This is an optimization exercise on Yosys and OpenROAD, whose aim is small area, not a production implementation.
In this exercise RTL edits were held to simulation tests only and were not proved equivalent to the original.

## flow/config.mk

```make
export PLATFORM = sky130hd
export DESIGN_NAME = road_edge_generator
export DESIGN_NICKNAME = road_edge_generator
export VERILOG_FILES = /design/flow/design.v
export SDC_FILE = /design/flow/constraint.sdc
export NUM_CORES = 8
export LEC_CHECK = 0
export CAP_MARGIN = 20
export CORE_MARGIN = 2
export CORE_UTILIZATION = 40
export SLEW_MARGIN = 20
export SYNTH_MEMORY_MAX_BITS = 8192
```

## flow/constraint.sdc

```tcl
create_clock -name core_clock -period 10.0 [get_ports {clk}]
set_input_delay 2.0000 -clock core_clock [delete_from_list [all_inputs] [get_ports {clk}]]
set_output_delay 2.0000 -clock core_clock [all_outputs]
set_load 0.01 [all_outputs]
```

## flow/design.v

```verilog
`default_nettype none
module road_edge_generator (
    input  wire logic        clk,
    input  wire logic        rst,
    input  wire logic        tick,
    input  wire logic        restart,
    output      logic        ready,
    input  wire logic [8:0]  rd_row,
    output      logic [9:0]  rd_left,
    output      logic [9:0]  rd_right,
    input  wire logic [8:0]  probe_row,
    output      logic [9:0]  probe_left,
    output      logic [9:0]  probe_right
);
    localparam int G   = 4;                  
    localparam int GB  = $clog2(G);
    localparam int SB  = 4 + GB;             
    localparam int NGB = 9 - SB;
    localparam int NC  = (479 >> SB) + 2;    
    localparam logic [9:0]  c_z0   = 10'd762;    
    localparam logic [9:0]  c_zlo  = 10'd500;    
    localparam logic [15:0] c_seed = 16'hACE1;
    logic        r_run;      
    logic [8:0]  r_cnt;      
    logic        r_full;     
    logic [9:0]  r_z;        
    logic        r_up;       
    logic        r_dn;       
    logic [15:0] r_lfsr;
    logic [8:0]   r_gq  [NC];      
    logic         r_gm  [NC];
    logic [G-1:0] r_gup [NC];
    logic [G-1:0] r_gdn [NC];
    logic [9:0]  w_nz;
    logic        w_clamp_lo, w_clamp_hi;
    logic        w_fb;
    logic        w_adv;
    logic        w_wstart;   
    logic        w_gstart;   
    logic        w_mir;      
    always_comb begin
        w_clamp_hi = r_up && (r_z[9:1] == 9'h1FF);
        w_clamp_lo = r_dn && (r_z[9:1] == c_zlo[9:1]);
        if (w_clamp_hi)
            w_nz = 10'd1023;
        else if (w_clamp_lo)
            w_nz = c_zlo;
        else
            w_nz = r_z + (r_up ? 10'd2 : 10'd0) - (r_dn ? 10'd2 : 10'd0);
    end
    assign w_fb     = r_lfsr[15] ^ r_lfsr[13] ^ r_lfsr[12] ^ r_lfsr[10];
    assign w_adv    = r_run & tick & ~restart;
    assign w_wstart = w_adv & (r_cnt[3:0] == 4'hF);
    assign w_gstart = w_wstart & (&r_cnt[SB-1:4]);
    assign w_mir    = w_gstart ? (r_z < c_z0) : r_gm[0];
    always_ff @(posedge clk or posedge rst) begin
        if (rst) begin
            r_run  <= 1'b0;
            r_cnt  <= '1;
            r_full <= 1'b0;
            r_z    <= c_z0;
            r_up   <= 1'b0;
            r_dn   <= 1'b0;
            r_lfsr <= c_seed;
        end else if (restart) begin
            r_run  <= 1'b0;
            r_cnt  <= '1;
            r_full <= 1'b0;
            r_z    <= c_z0;
            r_up   <= 1'b0;
            r_dn   <= 1'b0;
        end else if (!r_run) begin
            if (r_cnt == 9'd478) begin
                r_run <= 1'b1;
                r_cnt <= '1;
            end else begin
                r_cnt <= r_cnt + 9'd1;
            end
        end else begin
            if (r_cnt[8:5] == 4'hF && r_cnt[4:0] != 5'h1F)
                r_full <= 1'b1;
            if (tick) begin
                r_cnt  <= r_cnt + 9'd1;
                r_z    <= w_nz;
                r_lfsr <= {r_lfsr[14:0], w_fb};
                if (w_clamp_lo) begin
                    r_up <= 1'b1;
                    r_dn <= 1'b0;
                end else if (w_clamp_hi) begin
                    r_up <= 1'b0;
                    r_dn <= 1'b1;
                end else if (r_cnt[3:0] == 4'hE) begin
                    r_up <= (r_lfsr[1:0] == 2'b01);
                    r_dn <= (r_lfsr[1:0] == 2'b10);
                end
            end
        end
    end
    always_ff @(posedge clk) begin
        if (w_gstart) begin
            r_gq[0] <= w_mir ? 9'(~r_z + c_zlo) : r_z[8:0];     
            r_gm[0] <= w_mir;
            for (int i = 1; i < NC; i++) begin
                r_gq[i]  <= r_gq[i-1];
                r_gm[i]  <= r_gm[i-1];
                r_gup[i] <= r_gup[i-1];
                r_gdn[i] <= r_gdn[i-1];
            end
        end
        for (int j = 0; j < G; j++) begin
            if (w_wstart && r_cnt[SB-1:4] == GB'(j - 1)) begin
                r_gup[0][j] <= w_mir ? r_dn : r_up;
                r_gdn[0][j] <= w_mir ? r_up : r_dn;
            end
        end
    end
    logic w_none;            
    assign w_none = (r_cnt == 9'h1FF);
    typedef struct packed {
        logic       mir;
        logic       up;
        logic       dn;
        logic [3:0] j;
        logic [4:0] h;
        logic [4:0] l;
    } rd_t;
    function automatic rd_t f_read(input logic [8:0] row);
        logic [SB:0]    t;       
        logic [NC-1:0]  oh;      
        logic [9:0]     q;
        logic           mir;
        logic [G-1:0]   gu, gd;
        logic [GB-1:0]  m;
        logic [GB:0]    sum;     
        logic [GB-1:0]  smax;
        logic [5:0]     hx;
        logic [GB:0]    ex;
        rd_t            r;
        t = {1'b0, r_cnt[SB-1:0]} - {1'b0, row[SB-1:0]};
        for (int i = 0; i < NC; i++)
            oh[i] = t[SB] ? ({1'b0, row[8:SB]} == (NGB+1)'(i - 1))
                          : ({1'b0, row[8:SB]} == (NGB+1)'(i));
        q   = '0;
        mir = 1'b0;
        gu  = '0;
        gd  = '0;
        for (int i = 0; i < NC; i++) begin
            q   = q   | {1'b1, r_gq[i] & {9{oh[i]}}};
            mir = mir | (r_gm[i]  & oh[i]);
            gu  = gu  | (r_gup[i] & {G{oh[i]}});
            gd  = gd  | (r_gdn[i] & {G{oh[i]}});
        end
        m = t[SB-1:4];
        sum  = '0;
        smax = '0;
        for (int i = 0; i < G - 1; i++) begin
            if (m > GB'(i)) begin
                if (gu[i])
                    sum = sum + 1'b1;
                else if (gd[i])
                    sum = sum - 1'b1;
            end
            if (!sum[GB] && sum[GB-1:0] > smax)
                smax = sum[GB-1:0];
        end
        hx    = {1'b0, q[9:5]} + {{(5-GB){1'b0}}, smax};
        ex    = hx[5] ? hx[GB:0] + 1'b1 : '0;          
        r.h   = q[9:5] + {{(4-GB){sum[GB]}}, sum} - {{(4-GB){1'b0}}, ex};
        r.l   = {q[4:1] ^ {4{ex[0]}}, q[0] | (ex != '0)};
        r.mir = mir;
        r.up  = gu[m];
        r.dn  = gd[m];
        r.j   = t[3:0];
        if (!r_run || ((row > r_cnt || w_none) && !r_full)) begin
            {r.h, r.l} = c_z0;
            r.mir = 1'b0;
            r.up  = 1'b0;
            r.dn  = 1'b0;
        end
        f_read = r;
    endfunction
    rd_t        r_rd, r_pr;
    logic       r_rd_o, r_pr_o;
    always_ff @(posedge clk or posedge rst) begin
        if (rst) begin
            r_rd_o <= 1'b1;
            r_pr_o <= 1'b1;
        end else begin
            r_rd_o <= (rd_row >= 9'd480);
            r_pr_o <= (probe_row >= 9'd480);
        end
    end
    always_ff @(posedge clk) begin
        r_rd <= f_read(rd_row);
        r_pr <= f_read(probe_row);
    end
    function automatic logic [9:0] f_left(input rd_t r);
        logic [8:0] a;
        logic [9:0] s;
        logic       c;
        a = r.dn ? {5'b11111, ~r.j} : (r.up ? {5'b00000, r.j} : 9'd0);
        {c, s[9:1]} = {1'b0, r.h, r.l[4:1]} + {1'b0, a} + {9'd0, r.up};
        s[0] = r.l[0];
        if (r.up && c)
            s = {~s[9:1], 1'b1};
        f_left = (s ^ {10{r.mir}}) + (r.mir ? 10'd152 : 10'd676);
    endfunction
    logic [9:0] w_rd_l, w_pr_l;
    assign w_rd_l = f_left(r_rd);
    assign w_pr_l = f_left(r_pr);
    assign rd_left     = r_rd_o ? 10'd0 : w_rd_l;
    assign rd_right    = r_rd_o ? 10'd0 : w_rd_l + 10'd100;
    assign probe_left  = r_pr_o ? 10'd0 : w_pr_l;
    assign probe_right = r_pr_o ? 10'd0 : w_pr_l + 10'd100;
    assign ready = r_run;
endmodule
`default_nettype wire
```

## flow/run.sh

```bash
#!/bin/bash
# synth_recipe.tcl (not shown) runs the flow's synth.tcl, then flattens the netlist and writes it again
# the make line also repeats each setting of config.mk as NAME=value (left out here)
make -C /OpenROAD-flow-scripts/flow DESIGN_CONFIG=/design/flow/config.mk WORK_HOME=/design/flow/orfs CLKGATE_MAP_FILE= SYNTH_SCRIPT=/design/flow/synth_recipe.tcl finish
```

==> results of run 1 <==
==> worst max-delay path, delay by kind of cell <==
kind	cells	cell delay, ns
buf+inv	8	0.58
xor+xnor	1	0.12
mux	3	0.83
compound gates	11	1.55
simple gates	10	1.76
fa+ha+maj	10	3.21
==> kinds of logic after synthesis <==
logic type                 synth area share (%)
adders and majority gates                  11.1
muxes                                      5.31
AOI/OAI and AO/OA                          16.8
buffers and inverters                      4.06
and+or+nand+nor                            15.6
DFF                                        41.7
xor gates and xnor gates                   5.47
==> cell type report <==
| class | instances | area (µm²) | share of cell area [%] |
|---|---|---|---|
| clock buffers | 33 | 761 | 3.84 |
| inverters | 103 | 387 | 1.95 |
| well taps | 518 | 648 | 3.27 |
| flip-flops and latches | 237 | 6600 | 33.4 |
| clock inverters | 19 | 262 | 1.32 |
| multi-input cells | 1177 | 8920 | 45.1 |
| repair buffers | 269 | 2220 | 11.2 |
==> flip-flops by register name, indices dropped and copies added (netlist names), 9 cells and up <==
register / cells
r_z: 10
r_gdn: 36
r_gm: 9
r_pr: 17
r_gup: 36
r_cnt: 9
r_rd: 17
r_lfsr: 16
r_gq: 81
==> cells in the final DEF, fill, tap and decap left out, drive strengths merged, types with 10 or more instances in the layout <==
cell type | Yosys | routed
buf | 22 | 208
nand2 | 168 | 168
edfxtp | 162 | 162
nor2 | 118 | 118
ha | 115 | 115
inv | 101 | 105
a21oi | 94 | 94
xnor2 | 70 | 70
mux2i | 56 | 56
o21ai | 56 | 56
clkdlybuf4s50 | 0 | 53
a22oi | 39 | 39
nor3 | 37 | 37
nor2b | 36 | 36
nand3 | 35 | 35
dfxtp | 34 | 34
clkbuf | 38 | 33
xor2 | 29 | 29
dfstp | 26 | 26
o21a | 23 | 23
a21o | 19 | 19
nand4 | 18 | 18
mux2 | 18 | 18
fa | 16 | 16
a211oi | 16 | 16
and3 | 15 | 15
dfrtp | 15 | 15
a222oi | 13 | 13
or2 | 13 | 13
a22o | 12 | 12
a31oi | 12 | 12
nand2b | 11 | 11
or3 | 11 | 11
o211ai | 10 | 10
clkinv | 2 | 10
==> timing repair <==
action                     4_1_cts  5_1_grt
setup buffers                    2       17
setup endpoints to repair        3        8
pin swaps                        6       33
resized for setup                4       56
==> per-layer routing <==
metal  vias up  global-route usage [%]  wire length, µm
met2       421                    36.9            21600
met3       101                    3.52             2980
met4         0                    8.29             1690
met5         -                       0                0
met1      6260                    29.7            20200
li1       6259                       -                -
==> how the worst max path moves through the flow <==
stage | start | end | slack, ns
3_5_place_dp | probe_row[0] | r_pr[9]$_SDFF_PP1_ | -0.74
2_1_floorplan | probe_row[0] | r_pr[9]$_SDFF_PP1_ | -0.06
4_1_cts | probe_row[0] | r_pr[9]$_SDFF_PP1_ | 0.001
3_3_place_gp | probe_row[0] | r_pr[9]$_SDFF_PP1_ | -0.43
5_1_grt | probe_row[0] | r_pr[9]$_SDFF_PP1_ | -0.08
6_report | probe_row[0] | r_pr[9]$_SDFF_PP1_ | 0.37
==> per-stage QoR <==
stage,TNS (ns)
after floorplan,-0.0576
after global placement,-2.41
after detailed placement,-3.93
after CTS,0
after global routing,-0.115
final,0
==> run summary, run 1 <==
- Most frequent cells after synthesis: nand2_1, edfxtp_1, ha_1, nor2_1, inv_1
- Critical Path Sink Type: flop
- Area growth syn-to-layout: 24.9%
- Yosys reg bits: 237
- Period utilisation layout: a little over nine tenths
- Hpwl dp: 34200 µm
- Diode count: 0
- Final WS setup: between 0.3 and 0.4 ns
- Die width: a little over 200 µm
- Hold path startpoint: r_lfsr[5]$_DFFE_PP1P_
- Port bufs: 62
- Initial Utilization: 40.7%
- GRT overflow: 0
- Worst reg2reg path endpoint: r_pr[9]$_SDFF_PP1_
- Max_cap viols: 0
- Hold buffers post-CTS: 0
- Synth area leaders: edfxtp_1, ha_1, dfstp_2, dfxtp_1, nand2_1
- Root Buffer: clkbuf_16
- Setup Skew: 0.0204 ns
- Post-synth EDFFs: 162
- First-pass GRT wire length: 72000 µm
- FILL cells: 3574
- CP Data Arrival Time: 10.06 ns
- Hold Path Depth: 2
- Sequential fraction of the synthesis area: between 40% and 50%
- RSZ-0062 raised after global routing: true
- DRC Markers: 0
- Placed insts: 2285
- CP required: 10.43 ns
- Rows: 72
- Place WS: -0.737 ns
- Worst reg2reg setup slack: roughly 1.3 ns
- Slew Limit Fails: 0
- Status: timing/DRC/antenna clean
- Vias post-DR: 13000
- Inserted Clock Buffers: 28
- DR pass1 iterations: 6
- Synth area leader: edfxtp_1
- ANT nets after route: 0
- Crit-path max FO: 3
- Final net count: between 1500 and 2000
- R2r startpoint: r_cnt[0]$_DFFE_PP1P_
- H-Tree Depth: 1
- Layout cells sized above 1: 21.7%
- Setup crit start kind: input pin
- Mapped Area: 15900 µm²
- DRT Wirelength: roughly 46000 µm
- CTS clk-pin slew, worst paths: 0.06 ns
- Async SR Flop Fraction: 17.3%
- Ys Warns: 5
- Vias per cell: 5.54
- Yosys cell types: 99
- Area after DPL: 18400 µm²
- Layout Cells excl Fill: 2356
- Finished Cell Area: 19800 µm²
- Cells on worst reg2reg path: 43
- Share of the synthesized area in the top cell type: 30.7%
- Post-Syn Instances: 1577
- Synthesized area per cell: 10.1 µm²
- Ys flop type: edfxtp_1
- Die area: 41200 µm²
- Tmin final: 9.63 ns
- Hold Path Sink: r_lfsr[5]$_DFFE_PP1P_
- Final setup violation count: 0
- Post-Syn Nets: 1730
- Height of the die: approximately 200 µm
- Largest net degree at the start of global routing: 158
- TritonCTS clock tree: built
- DR iter-0 viols: 1157
- Vias in the first global route: 13000
- Relative max-transition margin: 31.3%
- CTS max path bufs: 3
- Worst slew pin tran: about 1 ns
- Clk Latency, worst-skew pair: approximately 0.58 ns
- Routed WL per cell: a little under 20 µm
- Routability cong.: 0.901
- Most frequent CP cell: inv_1
- Worst Setup Path Type: input pin to flop
- Antenna violations before repair: 1
- FMAX: 0.104 GHz
- Worst hold slack: 0.466 ns
- Worst hold path class: flop to flop
- Core ar.: 38900 µm²
- Final core occ: 50.9%
- Most common cell in the netlist: nand2_1
- Final hold viol count: 0
- Top-Level Pins: 63
- CTS sink cnt: 237
- GR Util All Layers: 22.3%
- Max stage delay cell, worst path: fa_1
- Slowest stage delay, CP: 0.60 ns
==> inputs of run 2 (changes only) <==
--- a/flow/config.mk
+++ b/flow/config.mk
@@ -6,4 +6,5 @@
 export NUM_CORES = 8
 export LEC_CHECK = 0
+export ABC_AREA = 1
 export CAP_MARGIN = 20
 export CORE_MARGIN = 2
==> run summary, run 2 <==
- Status: timing/DRC/antenna clean
- Yosys cell types: 54 (-45%)
- CTS clk-pin slew, worst paths: 0.06 ns (about the same)
- Share of the synthesized area in the top cell type: 30.0% (-0.63 points)
- Ys flop type: edfxtp_1
- Max_cap viols: 0 (unchanged)
- CTS max path bufs: 3 (unchanged)
- Critical Path Sink Type: flop
- CP required: 10.42 ns (about the same)
- First-pass GRT wire length: 71200 µm (-1.2%)
- Mux share of post-synthesis cell area: 0% (-5.3 points)
- ANT nets after route: 0 (unchanged)
- Relative max-transition margin: 30.6% (-0.75 points)
- Max FFs per register: 81 (unchanged)
- Die area: 42100 µm² (+2.1%)
- Total stage count of the critical path: 44 (+2.3%)
- Critical path buffer and inverter count: 8 (unchanged)
- Post-Syn Instances: 1991 (+26%)
- Largest family of logic cells by synthesized area: simple AND/OR/NAND/NOR gates
- Hold buffers post-CTS: 0 (unchanged)
- Synthesized area per cell: 8.13 µm² (-19%)
- CP startpoint: probe_row[5]
- Final hold viol count: 0 (unchanged)
- DR pass1 iterations: 6 (unchanged)
- Port bufs: 62 (unchanged)
- Most common cell in the netlist: nand2_1
- Place WS: 0.0570 ns (+0.794 ns)
- FMAX: 0.106 GHz (+2.6%)
- Setup Skew: 0.0118 ns (-0.00853 ns)
- Layout cells sized above 1: 8.84% (-13 points)
- FILL cells: 3933 (+10%)
- Die width: 205 µm (+1.0%)
- Top-Level Pins: 63 (unchanged)
- RSZ-0062 raised after global routing: false
- Finished Cell Area: 18300 µm² (-7.5%)
- Area after DPL: 17400 µm² (-5.1%)
- Antenna violations before repair: 0 (-1)
- Worst hold path class: flop to flop
- Synth area leader: edfxtp_1
- Most frequent CP cell: nand2_1
- Commonest non-fill, non-tap cell in the layout: nand2_1
- Period utilisation layout: 93.9% (-2.4 points)
- Diode count: 0 (unchanged)
- Crit path max-delay family: adder cells
- Most frequent cells after synthesis: nand2_1, inv_1, nand3_1
- Final core occ: 46.0% (-4.9 points)
- H-Tree Depth: 1 (unchanged)
- Final net count: 2227 (+13%)
- Rows: 73 (+1.4%)
- Max stage delay cell, worst path: fa_1
- Yosys reg bits: 237 (unchanged)
- GR Util All Layers: 21.5% (-0.89 points)
- Height of the die: 205 µm (+1.0%)
- Met3 Use GR: 3.10% (-0.41 points)
- Crit path to: r_pr[9]$_SDFF_PP1_
- Met1 GRT Util: 30.0% (+0.35 points)
- Post-Syn Nets: 2144 (+24%)
- Worst slew pin tran: 1.04 ns (+0.0372 ns)
- Slew Limit Fails: 0 (unchanged)
- Largest net degree at the start of global routing: 86 (-46%)
- DRT Wirelength: 45300 µm (-2.4%)
- Mapped Area: 16200 µm² (+2.1%)
- Vias per cell: 5.29 (-4.5%)
- DR iter-0 viols: 1222 (+5.6%)
- Final setup violation count: 0 (unchanged)
- Inserted Clock Buffers: 26 (-7.1%)
- Hpwl dp: 34900 µm (+2.0%)
- Synth area leaders: edfxtp_1, nand2_1, ha_1, inv_1, nand3_1
- TritonCTS clock tree: built
- Initial Utilization: 40.7% (-0.088 points)
- Final WS setup: 0.608 ns (+0.240 ns)
- Ys Warns: 5 (unchanged)
- Final TNS setup: 0 ns (unchanged)
- Most frequent cells in the layout: nand2_1, inv_1, nand3_1
- CTS sink cnt: 237 (unchanged)
- Post-synth EDFFs: 162 (unchanged)
- Tmin final: 9.39 ns (-0.240 ns)
- Routed WL per cell: 17.3 µm (-12%)
- Post-Synth Adder-Cell Area: 10.9% (-0.23 points)
- Core ar.: 39800 µm² (+2.3%)
- Cells on worst reg2reg path: 44 (+2.3%)
- Root Buffer: clkbuf_16
- Largest Register: r_gq
- Crit-path max FO: 12 (+9)
- Registers with the most flip-flops: r_gq x81, r_gdn x36, r_gup x36
- Post-CTS resize count: 0 (-4)
- Clk Latency, worst-skew pair: 0.53 ns (-0.05 ns)
- Setup crit start kind: input pin
- Async SR Flop Fraction: 17.3% (unchanged)
- Post-Synth Simple-Gate Area: 26.2% (+11 points)
- Worst reg2reg path endpoint: r_pr[9]$_SDFF_PP1_
- Worst Setup Path Type: input pin to flop
- Most Crowded Layer GR: met2
- Vias in the first global route: 13000 (+0.52%)
- Sequential fraction of the synthesis area: 40.8% (-0.86 points)
- Routability cong.: 0.928 (+3.0%)
- XOR/XNOR share of the synthesized area: 2.76% (-2.7 points)
- Area growth syn-to-layout: 13.1%
- CP Data Arrival Time: 9.81 ns (-0.25 ns)
- Worst reg2reg setup slack: 1.77 ns (+0.52 ns)
- DRC Markers: 0 (unchanged)
- Compound-Gate Fraction of Synth Area: 10.8% (-6.0 points)
- Slowest stage delay, CP: 0.53 ns (-0.07 ns)
- Setup bufs post-CTS: 0 (-2)
- GRT overflow: 0 (unchanged)
- Vias post-DR: 13800 (+6.1%)
- R2r startpoint: r_cnt[0]$_DFFE_PP1P_
- Met2 usage: 35.2% (-1.6 points)
## run 2: cell count changes after synthesis, moves of 40 or more
| cell | previous run | this run |
|---|---|---|
| inv_1 | 101 | 303 |
| mux2i_1 | 55 | 0 |
| nand2_1 | 168 | 482 |
| nand3_1 | 34 | 203 |
| o21ai_0 | 48 | 88 |
| xnor2_1 | 70 | 18 |
## run 2: worst min path at each step
stage	to	slack, ns	startpoint	cells past startpoint
finish	r_gq[6][8]$_DFFE_PP_	0.45	r_gq[5][8]$_DFFE_PP_	0
global route	r_gdn[7][2]$_DFFE_PP_	0.45	r_gdn[6][2]$_DFFE_PP_	0
CTS	r_gq[6][5]$_DFFE_PP_	0.45	r_gq[5][5]$_DFFE_PP_	0
detailed placement	r_gup[3][2]$_DFFE_PP_	0.43	r_gup[2][2]$_DFFE_PP_	0
global placement	r_gq[2][5]$_DFFE_PP_	0.43	r_gq[1][5]$_DFFE_PP_	0
floorplan	r_gdn[2][3]$_DFFE_PP_	0.43	r_gdn[1][3]$_DFFE_PP_	0
## run 2: per-layer routing
layer	up-vias	part of all wire, %	wire (µm)
met5	-	0	0
met4	0	2.1	950
met3	77	7.2	3280
met2	498	46	20600
met1	6423	45	20400
li1	6842	-	-
## run 2: logic make-up (layout without fill, tap and decap cells)
family                   count (synthesis)  after routing
AND/OR/NAND/NOR                        940            940
buffers and inverters                  346            448
AO/OA/AOI/OAI                          286            286
flip-flops                             237            237
adder cells (fa/ha/maj)                131            131
XOR/XNOR                                51             51
## run 2: per-stage QoR
step,cells,hold slack [ns]
after global placement,2571,0.431
after global routing,2618,0.454
after CTS,2618,0.449
after detailed placement,2571,0.433
final,2618,0.449
after floorplan,1991,0.426
## run 2: layout make-up
| class | count | area, µm² | share of cell area (%) |
|---|---|---|---|
| inverter | 317 | 1190 | 6.50 |
| clock inverter | 8 | 140 | 0.766 |
| sequential | 237 | 6600 | 36.1 |
| clock buffer | 39 | 731 | 3.99 |
| tap | 525 | 657 | 3.59 |
| timing repair buffer | 84 | 786 | 4.29 |
| multi-input combinational | 1408 | 8200 | 44.8 |

static timing again, ports no longer ideal:
The flow's constraints put no driver on any port. The routed layouts listed below were extracted and timed again, unchanged, in two steps. Step 1 (the two cells are an assumption about what drives the block):
set clk [get_ports {clk}]
set_driving_cell -lib_cell sky130_fd_sc_hd__clkbuf_16 $clk
set_driving_cell -lib_cell sky130_fd_sc_hd__buf_2 [delete_from_list [all_inputs] $clk]
Step 2 times the ports against the registers' clock, not the clock port: input delays grow and output delays shrink by t, the midpoint of the rising clock arrivals with the driver on. Slacks: ideal / step 1 / step 2; pairs: ideal / step 1.
| run | t, ns | slack for setup (ns) | worst setup path after step 2 |
|---|---|---|---|
| run 1 | 0.621 | 0.369 / 0.402 / -0.220 | input to register |
| run 2 | 0.574 | 0.608 / 0.632 / 0.058 | input to register |
Met with ideal ports but missed after step 2: setup timing in run 1. The setup slack of run 1, which loses most, moves by +0.033 ns with the drivers and by -0.589 ns with both steps.
